Background: an optimization exercise with open tools, aiming at small area, a short achievable clock period and few clock cycles. Do not read the settings as production practice. RTL that was checked went through simulation tests only; none was proved equivalent to the original.

== try-umber ==
==> flow/design.v (excerpt) <==
module clock_synth_register_planner_top (
	input  logic                        clk,
	input  logic                        arst_n,
	input  logic                        req_valid,
	output logic                        req_ready,
	input  logic [csrp_pkg::CLK_W-1:0]  req_clock_index,
	input  logic [csrp_pkg::FREQ_W-1:0] req_out_frequency,
	output logic                        wr_valid,
	input  logic                        wr_ready,
	output logic [7:0]                  wr_reg_address,
	output logic [7:0]                  wr_reg_value,
	output logic                        wr_final_write,
	input  logic                        xtal_we,
	input  logic [csrp_pkg::XTAL_W-1:0] xtal_data
);
Settings: LEC_CHECK=0, CAP_MARGIN=20, CORE_MARGIN=2, CORE_UTILIZATION=60, CTS_CLUSTER_DIAMETER=90, CTS_CLUSTER_SIZE=22, PLACE_DENSITY=0.72, SETUP_SLACK_MARGIN=3.8, SLEW_MARGIN=20; clock period 7.0 ns.
standard.sh (not shown) runs the stock make flow with config.mk's settings and CLKGATE_MAP_FILE= SYNTH_SCRIPT=/design/flow/synth_recipe.tcl, a recipe that flattens the netlist after the stock synthesis.
==> flow/flow/run.sh <==
#!/bin/bash
# The standard layout, with the port buffers placed as buf_2 cells (the
# default pick is the larger, slower clkdlybuf4s50_1). Each tool's output
# goes to standard.log in the run folder (ORFS keeps per-step logs too).
set -euo pipefail
export BUFFER_PORTS_ARGS="-buffer_cell sky130_fd_sc_hd__buf_2"
bash standard.sh > standard.log 2>&1
try-umber: done, clean on timing, DRC and antenna
Testbench counts of try-umber, summed over its fixed seeds: cycles 8,984.
Here is what was changed in the inputs of try-willow compared with try-umber.
Settings: swapping 3.8 for 4.0 in SETUP_SLACK_MARGIN.
==> flow/run.sh (new file) <==
#!/bin/bash
# synth_recipe.tcl (not shown) runs the flow's synth.tcl, then flattens the netlist and writes it again
# the make line also repeats each setting of config.mk as NAME=value (left out here)
make -C /OpenROAD-flow-scripts/flow DESIGN_CONFIG=/design/flow/config.mk WORK_HOME=/design/flow/orfs CLKGATE_MAP_FILE= SYNTH_SCRIPT=/design/flow/synth_recipe.tcl finish
removed: flow/flow/run.sh
removed: flow/standard.sh
Notes after the runs:
Taking try-umber as the reference, in try-willow routed wire length grew by 6.5%; setup slack higher; global routing usage summed across all routing layers increased 0.76 points; non-filler instance count after layout +38. u_divpipe.a_busy as the start point of the critical path was reported by try-umber, and u_divpipe.a_f[4] by try-willow.
Edits applied to the flow inputs when going from try-willow to try-sierra:
Settings: changing SETUP_SLACK_MARGIN from 4.0 to 3.9.
==> flow/flow/run.sh (new file) <==
#!/bin/bash
# The standard layout, with the port buffers placed as buf_2 cells (the
# default pick is the larger, slower clkdlybuf4s50_1). Each tool's output
# goes to standard.log in the run folder (ORFS keeps per-step logs too).
set -euo pipefail
export BUFFER_PORTS_ARGS="-buffer_cell sky130_fd_sc_hd__buf_2"
bash standard.sh > standard.log 2>&1
==> flow/standard.sh (new file) <==
#!/bin/bash
# synth_recipe.tcl (not shown) runs the flow's synth.tcl, then flattens the netlist and writes it again
# the make line also repeats each setting of config.mk as NAME=value (left out here)
make -C /OpenROAD-flow-scripts/flow DESIGN_CONFIG=/design/flow/config.mk WORK_HOME=/design/flow/orfs CLKGATE_MAP_FILE= SYNTH_SCRIPT=/design/flow/synth_recipe.tcl "${@:-finish}"
removed: flow/run.sh
==> run summary <==
try-sierra: done, clean on timing, DRC and antenna
Higher wire length on met3 goes to try-willow over try-sierra.
The instance count on the critical path number comes out lower for try-sierra vs try-willow.
Between try-sierra and try-willow, the clock latency of the later-clocked register in the worst-skew pair figures differ only marginally.
In try-sierra the count of buffer and inverter cells on the critical path turned out 1 lower than in try-willow.
Share of the core filled with cells in the final layout ends up higher on try-willow.
What try-delta does differently from try-sierra at the input level:
Settings: setting TNS_END_PERCENT to 30 for the first time; changing SETUP_SLACK_MARGIN from 3.9 to 4.0.
[summary]
Against try-sierra, the final cell area of try-delta is higher.
Post-detailed-placement half-perimeter wirelength across try-delta and try-sierra: no real change.
try-delta does worse than try-sierra on global-route wire length before repair.
On maximum frequency: try-delta sits below try-sierra.
Detailed-routed wire length on met3 came out higher on try-delta than on try-sierra.
The final reports for try-delta and try-sierra show required time of the critical path lower in the former.
The run with more setup slack is try-sierra; try-delta has less.
There was hardly any difference in count of placed standard cells including taps between try-delta and try-sierra.
Per the comparison of try-delta with try-sierra, fraction of area in clock buffers and inverters shows no meaningful change; via count of the routed design shows an increase of 2.3%; routed wire length shows an increase of about 4%.
Relative to try-delta, the following input files were edited for try-xenon:
Settings: changing CORE_UTILIZATION from 60 to 66; changing PLACE_DENSITY from 0.72 to 0.78; removing TNS_END_PERCENT (formerly 30); changing SETUP_SLACK_MARGIN from 4.0 to 3.9.
--- outcome ---
Final critical delay including setup and external delays sits lower in try-xenon than in try-delta.
Min number of cells traversed by the worst register-to-register path across try-xenon and try-delta: try-xenon
Compared to try-delta, try-xenon has share of the core filled with cells 4.4 points higher.
The global-route usage in try-xenon sits 1.5 points above the value recorded for try-delta.
On share of the clock period used by the worst path, the lower figure sits with try-xenon, not try-delta.
Run comparison: try-delta worst setup path startpoint u_divpipe.a_busy; try-xenon worst setup path startpoint u_divpipe.a_f[19]
try-xenon: sequential share of layout area higher than try-delta
try-xenon against try-delta: final area has decreased; non-clock buffer count has decreased.
try-xenon completed end to end with timing, DRC and antenna clean.
| remaining max-slew budget at the tightest pin | try-xenon vs try-delta | better |

* * *

Another version of the RTL of clock_synth_register_planner_top (not shown whole).
Size: ~1600 cells after synthesis, roughly 290 flip-flops, roughly 80 I/O pins, ~0.016 mm² of cells after synthesis.
Settings: LEC_CHECK=0, CAP_MARGIN=20, CORE_MARGIN=2, CORE_UTILIZATION=60, CTS_CLUSTER_DIAMETER=90, CTS_CLUSTER_SIZE=22, PLACE_DENSITY=0.72, SETUP_SLACK_MARGIN=4.0, SLEW_MARGIN=20; clock period 7.0 ns.
run.sh (not shown) runs the stock make flow with config.mk's settings and CLKGATE_MAP_FILE= SYNTH_SCRIPT=/design/flow/synth_recipe.tcl, a recipe that flattens the netlist after the stock synthesis.
Stock flow here: none of the scripts above is used.
Change:
==> flow/flow/run.sh (new file) <==
#!/bin/bash
# The standard layout, with the port buffers placed as buf_2 cells (the
# default pick is the larger, slower clkdlybuf4s50_1). Each tool's output
# goes to standard.log in the run folder (ORFS keeps per-step logs too).
set -euo pipefail
export BUFFER_PORTS_ARGS="-buffer_cell sky130_fd_sc_hd__buf_2"
bash standard.sh > standard.log 2>&1
==> flow/standard.sh (new file) <==
#!/bin/bash
# synth_recipe.tcl (not shown) runs the flow's synth.tcl, then flattens the netlist and writes it again
# the make line also repeats each setting of config.mk as NAME=value (left out here)
make -C /OpenROAD-flow-scripts/flow DESIGN_CONFIG=/design/flow/config.mk WORK_HOME=/design/flow/orfs CLKGATE_MAP_FILE= SYNTH_SCRIPT=/design/flow/synth_recipe.tcl "${@:-finish}"
removed: flow/run.sh
Area after synthesis does not change. Final cell count hardly moves. Design area goes down by 1.7%. Core utilization goes down by 1.2 points. Fmax goes down by 1.1%. Wire length goes up by 1.5%. Non-clock buffer count goes up by 4. Via count goes up by 0.69%. Global-route usage goes up by 0.35 points.
Function was not checked in any run of this note: the RTL went through the layout flow alone.

* * *

cedar:
clock_synth_register_planner_top, a different RTL version from the one above (not shown whole).
Size: roughly 1,700 cells after synthesis, roughly 80 I/O pins.
clock: 7.0 ns
lec_check: 0
cap_margin: 20
core_margin: 2
core_utilization: 40
setup_slack_margin: 3.8
slew_margin: 20
Stock flow here: none of the scripts above is used.
Here is what was changed in the inputs of maple compared with cedar.
- swapping 3.8 for 4.4 in SETUP_SLACK_MARGIN
[summary]
cedar reports its beginning of the critical path as xtal_q[3] while maple reports xtal_q[8]. Summary of maple over cedar: final critical-path required period up 0.020 ns. Final instance area, maple and cedar, higher one = maple.
No functional check of the RTL was part of any run of this note.

* * *

Another version of the RTL of clock_synth_register_planner_top (not shown whole).
Size: roughly 1600 cells after synthesis, about 290 flip-flops, about 80 I/O pins, about 17000 µm² of cells after synthesis.
Settings: LEC_CHECK=0, CAP_MARGIN=20, CORE_MARGIN=2, CORE_UTILIZATION=60, CTS_CLUSTER_DIAMETER=90, CTS_CLUSTER_SIZE=22, PLACE_DENSITY=0.72, SETUP_SLACK_MARGIN=4.0, SLEW_MARGIN=20; clock period 7.0 ns.
standard.sh (not shown) runs the stock make flow with config.mk's settings and CLKGATE_MAP_FILE= SYNTH_SCRIPT=/design/flow/synth_recipe.tcl, a recipe that flattens the netlist after the stock synthesis.
==> flow/flow/run.sh <==
#!/bin/bash
# The standard layout, with the port buffers placed as buf_2 cells (the
# default pick is the larger, slower clkdlybuf4s50_1). Each tool's output
# goes to standard.log in the run folder (ORFS keeps per-step logs too).
set -euo pipefail
export BUFFER_PORTS_ARGS="-buffer_cell sky130_fd_sc_hd__buf_2"
bash standard.sh > standard.log 2>&1
The starting point finished with timing, DRC and antenna clean.
Edit:
==> flow/run.sh (new file) <==
#!/bin/bash
# synth_recipe.tcl (not shown) runs the flow's synth.tcl, then flattens the netlist and writes it again
# the make line also repeats each setting of config.mk as NAME=value (left out here)
make -C /OpenROAD-flow-scripts/flow DESIGN_CONFIG=/design/flow/config.mk WORK_HOME=/design/flow/orfs CLKGATE_MAP_FILE= SYNTH_SCRIPT=/design/flow/synth_recipe.tcl finish
removed: flow/flow/run.sh
removed: flow/standard.sh
Via count falls slightly.
Synthesized area does not change.
Clock skew came out lower by 0.0040 ns.
Non-clock buffer count came out higher by 4.
First-iteration DRC count is higher by roughly a tenth.
No functional check of the RTL was part of any run of this note.

* * *

## north
clock_synth_register_planner_top with an RTL version that a note above also has.
For scale: about 290 flip-flops, about 80 I/O pins.
Settings: LEC_CHECK=0, CAP_MARGIN=20, CORE_MARGIN=2, CORE_UTILIZATION=60, CTS_CLUSTER_DIAMETER=90, CTS_CLUSTER_SIZE=22, PLACE_DENSITY=0.72, SETUP_SLACK_MARGIN=3.95, SLEW_MARGIN=20; clock period 7.0 ns.
==> flow/flow/run.sh <==
#!/bin/bash
# The standard layout, with the port buffers placed as buf_2 cells (the
# default pick is the larger, slower clkdlybuf4s50_1). Each tool's output
# goes to standard.log in the run folder (ORFS keeps per-step logs too).
set -euo pipefail
export BUFFER_PORTS_ARGS="-buffer_cell sky130_fd_sc_hd__buf_2"
bash standard.sh > standard.log 2>&1
Testbench counts of north, summed over its fixed seeds: cycles 8,984.
### north -> south
- CORE_UTILIZATION changed from 60 to 66
- PLACE_DENSITY changed from 0.72 to 0.78
- SETUP_SLACK_MARGIN changed from 3.95 to 4.0
==> run summary <==
- south finished every stage and its layout cleared the timing, design-rule and antenna checks.
- Comparing north with south, the final cell count came out essentially unchanged.
- Setup slack at placement: south better than north
- Final cycle utilization of the critical path on south is up relative to north.
- Compare south and north | data required time at the worst endpoint lower: south
- Between north and south, the flow reports die height decreasing by a few percent.
## Diff of input files: east against south
- swapping 0.78 for 0.72 in PLACE_DENSITY
- swapping 66 for 60 in CORE_UTILIZATION
## What came out
- The run showing the smaller maximum frequency is south.
- First-pass GRT wire length grows by a few percent when moving from south to east.
- Compared with south, east shows number of signal-net inverters in the final layout higher by 1.
- Diff south -> east: final area increased 1.0%; cell count after placement increased about 0.5%; routed wire length increased 1.6%.
Relative to east, the following input files were edited for west:
- CTS_CLUSTER_SIZE: 22 -> 26
- CTS_CLUSTER_DIAMETER: 90 -> 100
Notes after the runs:
west vs. east: synthesized cell count did not really move, worst slew margin relative to its limit fell by 1.9 points, post-route core utilization moved up.
On global-route met2 utilization, east and west are neck and neck.
Routed wire in west totals more than in east.

## what the ideal ports hide
Ports are ideal in the flow. The routed layouts listed here were re-timed in OpenROAD. Step 1 (the two cells are an assumption about what drives the block):
set clk [get_ports {clk}]
set_driving_cell -lib_cell sky130_fd_sc_hd__clkbuf_16 $clk
set_driving_cell -lib_cell sky130_fd_sc_hd__buf_2 [delete_from_list [all_inputs] $clk]
Step 2 moves the port delays by t, midway between the first and last clock arrival at a register: inputs arrive t later, outputs are due t later. That takes back most of the time a late clock gives input paths. Slacks: ideal ports / drivers / drivers and shift; pairs: ideal ports / drivers.
run | t (ns) | slack for setup (ns) | cell pins on the clock port's net
try-umber | 0.550 | 3.913 / 3.864 / 3.950 | 1
try-willow | 0.561 | 4.016 / 4.016 / 4.016 | 1
try-sierra | 0.551 | 4.002 / 4.002 / 4.002 | 1
try-delta | 0.555 | 3.927 / 3.877 / 4.025 | 1
try-xenon | 0.547 | 3.994 / 3.994 / 3.994 | 1
the first run of note 2 | 0.558 | 4.018 / 4.018 / 3.633 | 1
the second run of note 2 | 0.566 | 3.984 / 3.984 / 3.984 | 1
cedar | 0.629 | 3.755 / 3.755 / 3.755 | 1
maple | 0.619 | 3.735 / 3.735 / 3.735 | 1
the first run of note 4 | 0.555 | 3.996 / 3.996 / 3.996 | 1
the second run of note 4 | 0.569 | 3.893 / 3.893 / 3.849 | 1
north | 0.550 | 4.024 / 4.009 / 4.024 | 1
south | 0.551 | 3.991 / 3.991 / 3.991 | 1
east | 0.556 | 4.039 / 4.039 / 4.039 | 1
west | 0.554 | 3.982 / 3.982 / 3.982 | 1
After both steps setup and hold are still met in every run listed. The setup slack of the first run of note 2, which loses most, moves by 0.000 ns with the drivers and by -0.385 ns with both steps.
